Source: an optimization exercise on an open RTL-to-GDS flow (aim: small area, a short achievable clock period and few clock cycles per item). Production flows keep margins and buffers that such runs may drop.
At most, simulation tests tie the RTL to the original design; equivalence was not proved.
Power figures rest on the tool's default switching activity, not on a simulated workload.

## xenon
// ooo_core
module ooo_core (
    input  logic       clk,
    input  logic       rst,
    input  logic       in_valid,
    input  logic [2:0] in_op,
    input  logic [2:0] in_dst,
    input  logic [2:0] in_src_a,
    input  logic [2:0] in_src_b,
    input  logic [7:0] in_imm,
    output logic       retire_valid,
    output logic [2:0] retire_dst,
    output logic [7:0] retire_value
);
    logic       x_valid;
    logic       x_ldi;
    logic [2:0] x_dst;
    logic [1:0] x_op;
    logic [7:0] x_sel_a;
    logic [7:0] x_sel_b;
    logic       rst_q;
    logic [7:0] regfile [8];
    logic       ldi;
    logic [7:0] dec_a;
    logic [7:0] dec_b;
    logic [7:0] a;
    logic [7:0] b;
    logic [7:0] sum;
    logic [7:0] result;
    logic [7:0] wen;
    assign ldi = in_op[2];
    for (genvar r = 0; r < 8; r++) begin : g_dec
        assign dec_a[r] = in_src_a == 3'(r);
        assign dec_b[r] = in_src_b == 3'(r);
    end
    always_ff @(posedge clk) begin
        rst_q <= rst;
        x_valid <= in_valid && !rst;
        x_ldi <= ldi && !rst;
        x_dst <= in_dst;
        x_op <= in_op[1:0];
        x_sel_a <= rst ? 8'd0 : ldi ? in_imm : dec_a;
        x_sel_b <= rst ? 8'd0 : dec_b;
  ...
Size in the first run: ~290 cells after synthesis, roughly 35 I/O pins, ~4000 um^2 of cells after synthesis.
Settings: LEC_CHECK=0, ABC_AREA=1, CAP_MARGIN=20, CORE_MARGIN=2, CORE_UTILIZATION=55, PLACE_DENSITY=0.75, SETUP_SLACK_MARGIN=5, SLEW_MARGIN=20, TNS_END_PERCENT=25; clock period 8.0 ns.
standard.sh (not shown) runs the stock make flow with config.mk's settings and CLKGATE_MAP_FILE= SYNTH_SCRIPT=/design/flow/synth_recipe.tcl, a recipe that flattens the netlist after the stock synthesis.
==> flow/flow/run.sh <==
#!/bin/bash
# The standard layout, with three changes:
#  - synthesis maps logic with an area-oriented ABC script (flow/area.abc) and
#    without ORFS's half/full-adder cell mapping; registers are mapped exactly
#    as in the standard synthesis, which runs the same script otherwise;
#  - timing repair aims below the limit the standard settings allow;
#  - ports are buffered with buf_2 cells instead of the cell buffer_ports picks.
# Each step's full log is in orfs/logs; make's own output is in standard_flow.log.
set -euo pipefail
here=$(pwd)
export MY_ABC_SCRIPT=$here/flow/area.abc
bash standard.sh SYNTH_SCRIPT=$here/flow/synth.tcl ADDER_MAP_FILE= SETUP_SLACK_MARGIN=${MARGIN:-6.0} "BUFFER_PORTS_ARGS=-buffer_cell sky130_fd_sc_hd__buf_2" finish > standard_flow.log 2>&1
==> flow/flow/area.abc <==
strash
ifraig
scorr
dc2
strash
&get -n
&dch -f
&nf
&put
topo
stime -c
==> flow/flow/synth.tcl <==
proc synth {args} { yosys synth -nofsm -noshare {*}$args }
# Map logic with the area-oriented ABC script given in MY_ABC_SCRIPT instead of ORFS's
proc abc {args} {
  set i [lsearch -exact $args -script]
  if {$i >= 0} { set args [lreplace $args $i [expr {$i + 1}] -script $::env(MY_ABC_SCRIPT)] }
  yosys abc {*}$args
}
source $::env(SCRIPTS_DIR)/synth.tcl
# left out here: clear keep_hierarchy, flatten, clean up, hide names made inside functions, write 1_2_yosys.v
Testbench counts of xenon, summed over its fixed seeds: cycles 4,816, items 4,800.
Relative to xenon, the following input files were edited for onyx:
Settings: swapping 0.75 for 0.85 in PLACE_DENSITY; swapping 55 for 65 in CORE_UTILIZATION; swapping 25 for 10 in TNS_END_PERCENT.
onyx vs xenon: sequential fraction of total cell area up in onyx
Summary of onyx over xenon: final cell count went down by 32; area overhead of the layout relative to synthesis fell by 3.7 points; combinational share of power lower.
Compared with xenon, in onyx highest cell delay on the worst timing path decreased by 0.27 ns relative to the old numbers, power density over the cells has increased.
The maximum clock frequency of onyx is lower than that of xenon.
Relative to xenon, onyx improves global-route wire length before repair.


The RTL this note starts from:
==> flow/design.v <==
package ooo_pkg;
    localparam int DATA_W    = 8;
    localparam int REG_COUNT = 8;
endpackage
`timescale 1ns/1ps
module ooo_core (
    input  logic       clk,
    input  logic       rst,
    input  logic       in_valid,
    input  logic [2:0] in_op,
    input  logic [2:0] in_dst,
    input  logic [2:0] in_src_a,
    input  logic [2:0] in_src_b,
    input  logic [7:0] in_imm,
    output logic       retire_valid,
    output logic [2:0] retire_dst,
    output logic [7:0] retire_value
);
    logic       x_valid;
    logic [2:0] x_dst;
    logic [1:0] x_op;
    logic [7:0] x_a;
    logic [7:0] x_b;
    logic       x_fwd_a;
    logic       x_fwd_b;
    logic [7:0] regfile [8];
    logic       ldi;
    logic [7:0] a;
    logic [7:0] b;
    logic [7:0] sum;
    logic [7:0] result;
    logic [7:0] wdata;
    logic [7:0] wen;
    logic       rst_q;
    logic [7:0] sel_a;
    logic [7:0] sel_b;
    logic [7:0] rd_a;
    logic [7:0] rd_b;
    assign ldi = in_op[2];
    always_comb begin
        rd_a = '0;
        rd_b = '0;
        for (int r = 0; r < 8; r++) begin
            sel_a[r] = !rst_q && in_src_a == 3'(r);
            sel_b[r] = !rst_q && !ldi && in_src_b == 3'(r);
            rd_a = rd_a | (regfile[r] & {8{sel_a[r]}});
            rd_b = rd_b | (regfile[r] & {8{sel_b[r]}});
        end
    end
    always_ff @(posedge clk) begin
        rst_q <= rst;
        x_valid <= in_valid && !rst;
        x_dst <= in_dst;
        x_op <= ldi ? 2'd0 : in_op[1:0];
        x_a <= ldi ? in_imm : rd_a;
        x_b <= rd_b;
        x_fwd_a <= !ldi && x_valid && in_src_a == x_dst;
        x_fwd_b <= !ldi && x_valid && in_src_b == x_dst;
    end
    assign a = x_fwd_a ? retire_value : x_a;
    assign b = x_fwd_b ? retire_value : x_b;
    assign sum = a + (b ^ {8{x_op[0]}}) + {7'd0, x_op[0]};
    always_comb begin
        case (x_op)
            2'd2:    result = a & b;
            2'd3:    result = a ^ b;
            default: result = sum;
        endcase
    end
    assign wdata = rst_q ? 8'd0 : result;
    for (genvar r = 0; r < 8; r++) begin : g_wen
        assign wen[r] = rst_q || (x_valid && x_dst == 3'(r));
    end
    always_ff @(posedge clk) begin
        for (int r = 0; r < 8; r++) begin
            if (wen[r]) begin
                regfile[r] <= wdata;
            end
        end
    end
    always_ff @(posedge clk) begin
        retire_valid <= x_valid && !rst;
        retire_dst <= x_dst;
        retire_value <= result;
    end
endmodule
clock: 8.0 ns
lec_check: 0
abc_area: 1
cap_margin: 20
core_margin: 2
core_utilization: 40
place_density: 0.6
setup_slack_margin: 5
slew_margin: 20
tns_end_percent: 10
==> flow/flow/run.sh <==
#!/bin/bash
# The standard layout, with two changes:
#  - synthesis maps logic with an area-oriented ABC script (flow/area.abc) and
#    without ORFS's half/full-adder cell mapping; registers are mapped exactly
#    as in the standard synthesis, which runs the same script otherwise;
#  - timing repair aims below the limit the standard settings allow.
# Each step's full log is in orfs/logs; make's own output is in standard_flow.log.
set -euo pipefail
here=$(pwd)
export MY_ABC_SCRIPT=$here/flow/area.abc
bash standard.sh SYNTH_SCRIPT=$here/flow/synth.tcl ADDER_MAP_FILE= SETUP_SLACK_MARGIN=${MARGIN:-6.0} finish > standard_flow.log 2>&1
Scripts as last shown in full above: flow/flow/area.abc, flow/flow/synth.tcl
The first run finished with timing, DRC and antenna clean.
Testbench counts at the start, summed over its fixed seeds: cycles 4,816, items 4,800.
==> next run, changes <==
--- a/flow/flow/run.sh
+++ b/flow/flow/run.sh
@@ -10,2 +10,2 @@
 export MY_ABC_SCRIPT=$here/flow/area.abc
-bash standard.sh SYNTH_SCRIPT=$here/flow/synth.tcl ADDER_MAP_FILE= SETUP_SLACK_MARGIN=${MARGIN:-6.0} finish > standard_flow.log 2>&1
+bash standard.sh SYNTH_SCRIPT=$here/flow/synth.tcl ADDER_MAP_FILE= SETUP_SLACK_MARGIN=${MARGIN:-5.7} finish > standard_flow.log 2>&1
What happened: Routed wire length is about the same; hold slack improves by 0.0043 ns; setup slack degrades by 0.030 ns.
==> next run, changes <==
--- a/flow/flow/run.sh
+++ b/flow/flow/run.sh
@@ -10,2 +10,2 @@
 export MY_ABC_SCRIPT=$here/flow/area.abc
-bash standard.sh SYNTH_SCRIPT=$here/flow/synth.tcl ADDER_MAP_FILE= SETUP_SLACK_MARGIN=${MARGIN:-5.7} finish > standard_flow.log 2>&1
+bash standard.sh SYNTH_SCRIPT=$here/flow/synth.tcl ADDER_MAP_FILE= SETUP_SLACK_MARGIN=${MARGIN:-6.0} finish > standard_flow.log 2>&1
Settings changed: TNS_END_PERCENT 10 to 100.
After rerunning: Core utilization is higher by 3.7 points. Flip-flop and latch count stays the same. Setup slack is better by 0.063 ns. Register-to-register slack is better by 0.06 ns. Routed wire length is higher by 6.8%. Synthesized area stays the same. Sequential share of layout area is lower by 2.8 points. Maximum frequency is higher by 2.4%.


Setup of run A:
Another version of the RTL of ooo_core (not shown whole).
Size in the first run: roughly 320 cells after synthesis, ~100 flip-flops, about 35 I/O pins.
export LEC_CHECK = 0
export ABC_AREA = 1
export CAP_MARGIN = 20
export CORE_MARGIN = 2
export CORE_UTILIZATION = 40
export PLACE_DENSITY = 0.6
export SETUP_SLACK_MARGIN = 5
export SLEW_MARGIN = 20
export TNS_END_PERCENT = 100
create_clock -name core_clock -period 8.0 [get_ports {clk}]
==> flow/flow/run.sh <==
#!/bin/bash
# The standard layout, with three changes:
#  - synthesis maps logic with an area-oriented ABC script (flow/area.abc) and
#    without ORFS's half/full-adder cell mapping; registers are mapped exactly
#    as in the standard synthesis, which runs the same script otherwise;
#  - timing repair aims below the limit the standard settings allow;
#  - ports are buffered with buf_2 cells instead of the cell buffer_ports picks.
# Each step's full log is in orfs/logs; make's own output is in standard_flow.log.
set -euo pipefail
here=$(pwd)
export MY_ABC_SCRIPT=$here/flow/area.abc
bash standard.sh SYNTH_SCRIPT=$here/flow/synth.tcl ADDER_MAP_FILE= SETUP_SLACK_MARGIN=${MARGIN:-5.55} "BUFFER_PORTS_ARGS=-buffer_cell sky130_fd_sc_hd__buf_2" finish > standard_flow.log 2>&1
Scripts as last shown in full above: flow/flow/area.abc, flow/flow/synth.tcl
Testbench counts of run A, summed over its fixed seeds: cycles 4,816, items 4,800.
Relative to run A, the following input files were edited for run B:
- TNS_END_PERCENT changed from 100 to 10
--- a/flow/flow/run.sh
+++ b/flow/flow/run.sh
@@ -10,3 +10,3 @@
 here=$(pwd)
 export MY_ABC_SCRIPT=$here/flow/area.abc
-bash standard.sh SYNTH_SCRIPT=$here/flow/synth.tcl ADDER_MAP_FILE= SETUP_SLACK_MARGIN=${MARGIN:-5.55} "BUFFER_PORTS_ARGS=-buffer_cell sky130_fd_sc_hd__buf_2" finish > standard_flow.log 2>&1
+bash standard.sh SYNTH_SCRIPT=$here/flow/synth.tcl ADDER_MAP_FILE= SETUP_SLACK_MARGIN=${MARGIN:-5.0} "BUFFER_PORTS_ARGS=-buffer_cell sky130_fd_sc_hd__buf_2" finish > standard_flow.log 2>&1
Notes after the runs:
As of run B, sequential power had fallen slightly compared to run A.
Comparing run A and run B, the lower routed wirelength normalized by instance count was measured on run A.
Delta (run B minus run A): data-path buffer share of cell area in the final layout down 4.5 points, number of global-route vias before repair down about 6%, first-pass GRT wire length down about 4.6%.
The clock transition at the registers of the reported paths on run B is in line with that on run A.
Of run A and run B, run A shows the higher headroom to the max-slew limit, with run B below it.
Run B closes out successfully: all stages finished, all timing, DRC and antenna checks passed.
Of the two candidates, run A has the worse final standard cell area without fillers and run B the better one.
Here is what was changed in the inputs of run C compared with run B.
- TNS_END_PERCENT now 30, was 10
--- a/flow/flow/run.sh
+++ b/flow/flow/run.sh
@@ -10,3 +10,3 @@
 here=$(pwd)
 export MY_ABC_SCRIPT=$here/flow/area.abc
-bash standard.sh SYNTH_SCRIPT=$here/flow/synth.tcl ADDER_MAP_FILE= SETUP_SLACK_MARGIN=${MARGIN:-5.0} "BUFFER_PORTS_ARGS=-buffer_cell sky130_fd_sc_hd__buf_2" finish > standard_flow.log 2>&1
+bash standard.sh SYNTH_SCRIPT=$here/flow/synth.tcl ADDER_MAP_FILE= SETUP_SLACK_MARGIN=${MARGIN:-6.0} "BUFFER_PORTS_ARGS=-buffer_cell sky130_fd_sc_hd__buf_2" finish > standard_flow.log 2>&1
- Run C completed end to end with timing, DRC and antenna clean.
- Between run B and run C, the flow reports routed wirelength normalized by instance count decreasing by a little under 10%.
- [compare] base=run B new=run C: routed wire length now sits lower, largest fanout on the critical path lower, worst setup margin went up by 410 ps.
- Measured against run B, the sum of internal, switching and leakage power of run C comes out at 1.07 times the reference value.
Setup changes, run C to run D
- TNS_END_PERCENT changed from 30 to 100
--- a/flow/flow/run.sh
+++ b/flow/flow/run.sh
@@ -10,3 +10,3 @@
 here=$(pwd)
 export MY_ABC_SCRIPT=$here/flow/area.abc
-bash standard.sh SYNTH_SCRIPT=$here/flow/synth.tcl ADDER_MAP_FILE= SETUP_SLACK_MARGIN=${MARGIN:-6.0} "BUFFER_PORTS_ARGS=-buffer_cell sky130_fd_sc_hd__buf_2" finish > standard_flow.log 2>&1
+bash standard.sh SYNTH_SCRIPT=$here/flow/synth.tcl ADDER_MAP_FILE= SETUP_SLACK_MARGIN=${MARGIN:-5.3} "BUFFER_PORTS_ARGS=-buffer_cell sky130_fd_sc_hd__buf_2" finish > standard_flow.log 2>&1
Findings:
- Run C -> run D: post-synthesis async set-or-reset flop share delta 0, exact match
- Looking at worst-case setup slack after placement, run D sits 130 ps lower than run C does.
- Run D ended with more sequential share of layout area than run C.
- On first-iteration DRC count: run D sits below run C.
- In the reports for run C and run D, the larger routed metal-1 wirelength belongs to run D.
- Part of the total power dissipated in combinational logic: run C vs run D, no meaningful difference
- Of run C and run D, the lower clock skew belongs to run D.
- Max non-clock buffer count across run C and run D: run C
- After detailed routing, run C needs less wire than run D.
- Total power is lower on run D
- Compared run D against run C; worst hold slack within noise.
- Run D: flow completed, timing, DRC and antenna clean
Modified inputs, run E compared to run D
- a change of TNS_END_PERCENT from 100 to 10
--- a/flow/flow/run.sh
+++ b/flow/flow/run.sh
@@ -10,3 +10,3 @@
 here=$(pwd)
 export MY_ABC_SCRIPT=$here/flow/area.abc
-bash standard.sh SYNTH_SCRIPT=$here/flow/synth.tcl ADDER_MAP_FILE= SETUP_SLACK_MARGIN=${MARGIN:-5.3} "BUFFER_PORTS_ARGS=-buffer_cell sky130_fd_sc_hd__buf_2" finish > standard_flow.log 2>&1
+bash standard.sh SYNTH_SCRIPT=$here/flow/synth.tcl ADDER_MAP_FILE= SETUP_SLACK_MARGIN=${MARGIN:-6.0} "BUFFER_PORTS_ARGS=-buffer_cell sky130_fd_sc_hd__buf_2" finish > standard_flow.log 2>&1
## What came out
The run showing the smaller fraction of power consumed by the clock network is run E. Re slew at the pin with the worst max-slew slack: run D was higher than run E. Of run E and run D, run E shows the higher post-route clock period utilization, with run D below it. Average wire length per cell after detail routing in run E vs run D: down about 5%. The number of ordinary and repair buffers in the finished layout in run E is 0.862 times that in run D. Diff run D -> run E: maximum vdd ir drop up about 2.5%; leakage power figure down about 2.4%.


Another version of the RTL of ooo_core (not shown whole).
Size in the first run: ~530 cells after synthesis, ~100 flip-flops, about 4900 sq um of cells after synthesis.
clock: 8.0 ns
lec_check: 0
abc_area: 1
cap_margin: 20
core_margin: 2
core_utilization: 40
place_density: 0.6
setup_slack_margin: 5
slew_margin: 20
tns_end_percent: 10
run.sh (not shown) runs the stock make flow with config.mk's settings and CLKGATE_MAP_FILE= SYNTH_SCRIPT=/design/flow/synth_recipe.tcl, a recipe that flattens the netlist after the stock synthesis.
Stock flow here: none of the scripts above is used.
The first run ran to the end with no violations.
==> next run, changes <==
ABC_AREA = unset   (was 1)
After rerunning: Sequential power goes up by a few percent. Cell area grows by a few percent. Worst setup slack improved by 140 ps. Total power rises by a little under a tenth. Utilization goes down by 0.84 points. Cell count is lower by roughly a tenth. Via count fell by roughly a tenth. Fmax rises by a few percent. Area after synthesis goes up by a few percent. First-iteration DRC count goes down by a quarter to a third. Synthesized cell count shrinks by about a fifth.
==> next run, changes <==
==> flow/flow/run.sh (new file) <==
#!/bin/bash
# Standard layout, with timing repair aimed below the standard settings' limit.
set -euo pipefail
bash standard.sh SETUP_SLACK_MARGIN=5.7 finish > standard_flow.log 2>&1
==> flow/standard.sh (new file) <==
#!/bin/bash
# synth_recipe.tcl (not shown) runs the flow's synth.tcl, then flattens the netlist and writes it again
# the make line also repeats each setting of config.mk as NAME=value (left out here)
make -C /OpenROAD-flow-scripts/flow DESIGN_CONFIG=/design/flow/config.mk WORK_HOME=/design/flow/orfs CLKGATE_MAP_FILE= SYNTH_SCRIPT=/design/flow/synth_recipe.tcl "${@:-finish}"
ABC_AREA = 1   (was unset)
removed: flow/run.sh
Effect: The changed run passed the timing, design-rule and antenna checks; via count grows by about 16%; combinational power grows by about 6.4%; synthesized cell count grows by 20%; routed wire length grows by 9.8%; global-route usage grows by 3.7 points; non-clock buffer count grows by 32; final area grows by about 7%; die area shrinks by about 6%; synthesized area shrinks by about 6%; worst hold slack loses 73 ps; cell count grows by 18%.
==> next run, changes <==
==> flow/flow/run.sh (replaced) <==
#!/bin/bash
# The standard layout, with two changes:
#  - synthesis maps logic with an area-oriented ABC script (flow/area.abc) and
#    without ORFS's half/full-adder cell mapping; registers are mapped exactly
#    as in the standard synthesis, which runs the same script otherwise;
#  - timing repair aims below the limit the standard settings allow.
# Each step's full log is in orfs/logs; make's own output is in standard_flow.log.
set -euo pipefail
here=$(pwd)
export MY_ABC_SCRIPT=$here/flow/area.abc
bash standard.sh SYNTH_SCRIPT=$here/flow/synth.tcl ADDER_MAP_FILE= SETUP_SLACK_MARGIN=${MARGIN:-5.7} finish > standard_flow.log 2>&1
==> flow/flow/area.abc (new file) <==
strash
ifraig
scorr
dc2
strash
&get -n
&dch -f
&nf
&put
topo
stime -c
==> flow/flow/synth.tcl (new file) <==
proc synth {args} { yosys synth -nofsm -noshare {*}$args }
# Map logic with the area-oriented ABC script given in MY_ABC_SCRIPT instead of ORFS's
proc abc {args} {
  set i [lsearch -exact $args -script]
  if {$i >= 0} { set args [lreplace $args $i [expr {$i + 1}] -script $::env(MY_ABC_SCRIPT)] }
  yosys abc {*}$args
}
source $::env(SCRIPTS_DIR)/synth.tcl
# left out here: clear keep_hierarchy, flatten, clean up, hide names made inside functions, write 1_2_yosys.v
Outcome:
- via count is lower by 19%
- design area drops by 17%
- cell count is lower by 29%
- worst hold slack gains 60 ps
- global-route usage drops by 1.1 points
- fmax went down by 17%
- total power fell by 10%
- clock power shrinks by 22%
Function was not checked in any run of this note: the RTL went through the layout flow alone.

separate check: timing with driven ports:
Ports are ideal in the flow. The routed layouts listed here were re-timed in OpenROAD. Step 1, drivers: a clkbuf_16 drives clk and a buf_2 each remaining input, both assumed. Step 2 adds t to the input delays and takes it off the output delays; t is the mean of the earliest and latest rising clock arrival at the registers after step 1. Input paths then give back, and output paths get back, about the clock's delay inside the block. Three values: ideal, step 1, step 2; two values: the first two.
| run | t (ns) | setup slack, ns | hold WS [ns] | worst setup path at the end | slew at the worst register clock pin (ns) |
|---|---|---|---|---|---|
| xenon | 0.385 | 5.065 / 5.065 / 5.065 | 0.431 / 0.431 / 0.431 | register to register | 0.10 / 0.10 |
| onyx | 0.394 | 5.002 / 5.002 / 5.002 | 0.441 / 0.441 / 0.441 | register to register | 0.10 / 0.10 |
| the first run of note 2 | 0.385 | 5.329 / 5.329 / 5.150 | 0.450 / 0.450 / 0.450 | input to register | 0.10 / 0.10 |
| the second run of note 2 | 0.385 | 5.298 / 5.298 / 5.114 | 0.455 / 0.455 / 0.455 | input to register | 0.10 / 0.10 |
| the third run of note 2 | 0.398 | 5.361 / 5.361 / 5.138 | 0.451 / 0.451 / 0.451 | input to register | 0.10 / 0.10 |
| run A | 0.408 | 5.282 / 5.282 / 5.037 | 0.459 / 0.459 / 0.459 | input to register | 0.10 / 0.10 |
| run B | 0.387 | 4.914 / 4.928 / 4.542 | 0.417 / 0.417 / 0.417 | input to register | 0.09 / 0.09 |
| run C | 0.395 | 5.320 / 5.320 / 5.064 | 0.446 / 0.446 / 0.446 | input to register | 0.12 / 0.12 |
| run D | 0.393 | 5.244 / 5.244 / 4.972 | 0.444 / 0.444 / 0.444 | input to register | 0.11 / 0.11 |
| run E | 0.405 | 5.215 / 5.233 / 4.828 | 0.454 / 0.454 / 0.454 | input to register | 0.09 / 0.09 |
| the first run of note 4 | 0.376 | 4.784 / 4.797 / 4.421 | 0.422 / 0.422 / 0.422 | input to register | 0.07 / 0.07 |
| the second run of note 4 | 0.382 | 4.928 / 4.944 / 4.562 | 0.482 / 0.482 / 0.482 | input to register | 0.07 / 0.07 |
| the third run of note 4 | 0.380 | 5.549 / 5.553 / 5.176 | 0.409 / 0.409 / 0.409 | input to register | 0.07 / 0.07 |
| the fourth run of note 4 | 0.398 | 5.032 / 5.031 / 4.659 | 0.469 / 0.469 / 0.469 | input to register | 0.10 / 0.10 |
After both steps setup and hold are still met in every run listed. The setup slack of run E, which loses most, moves by +0.018 ns with the drivers and by -0.387 ns with both steps.
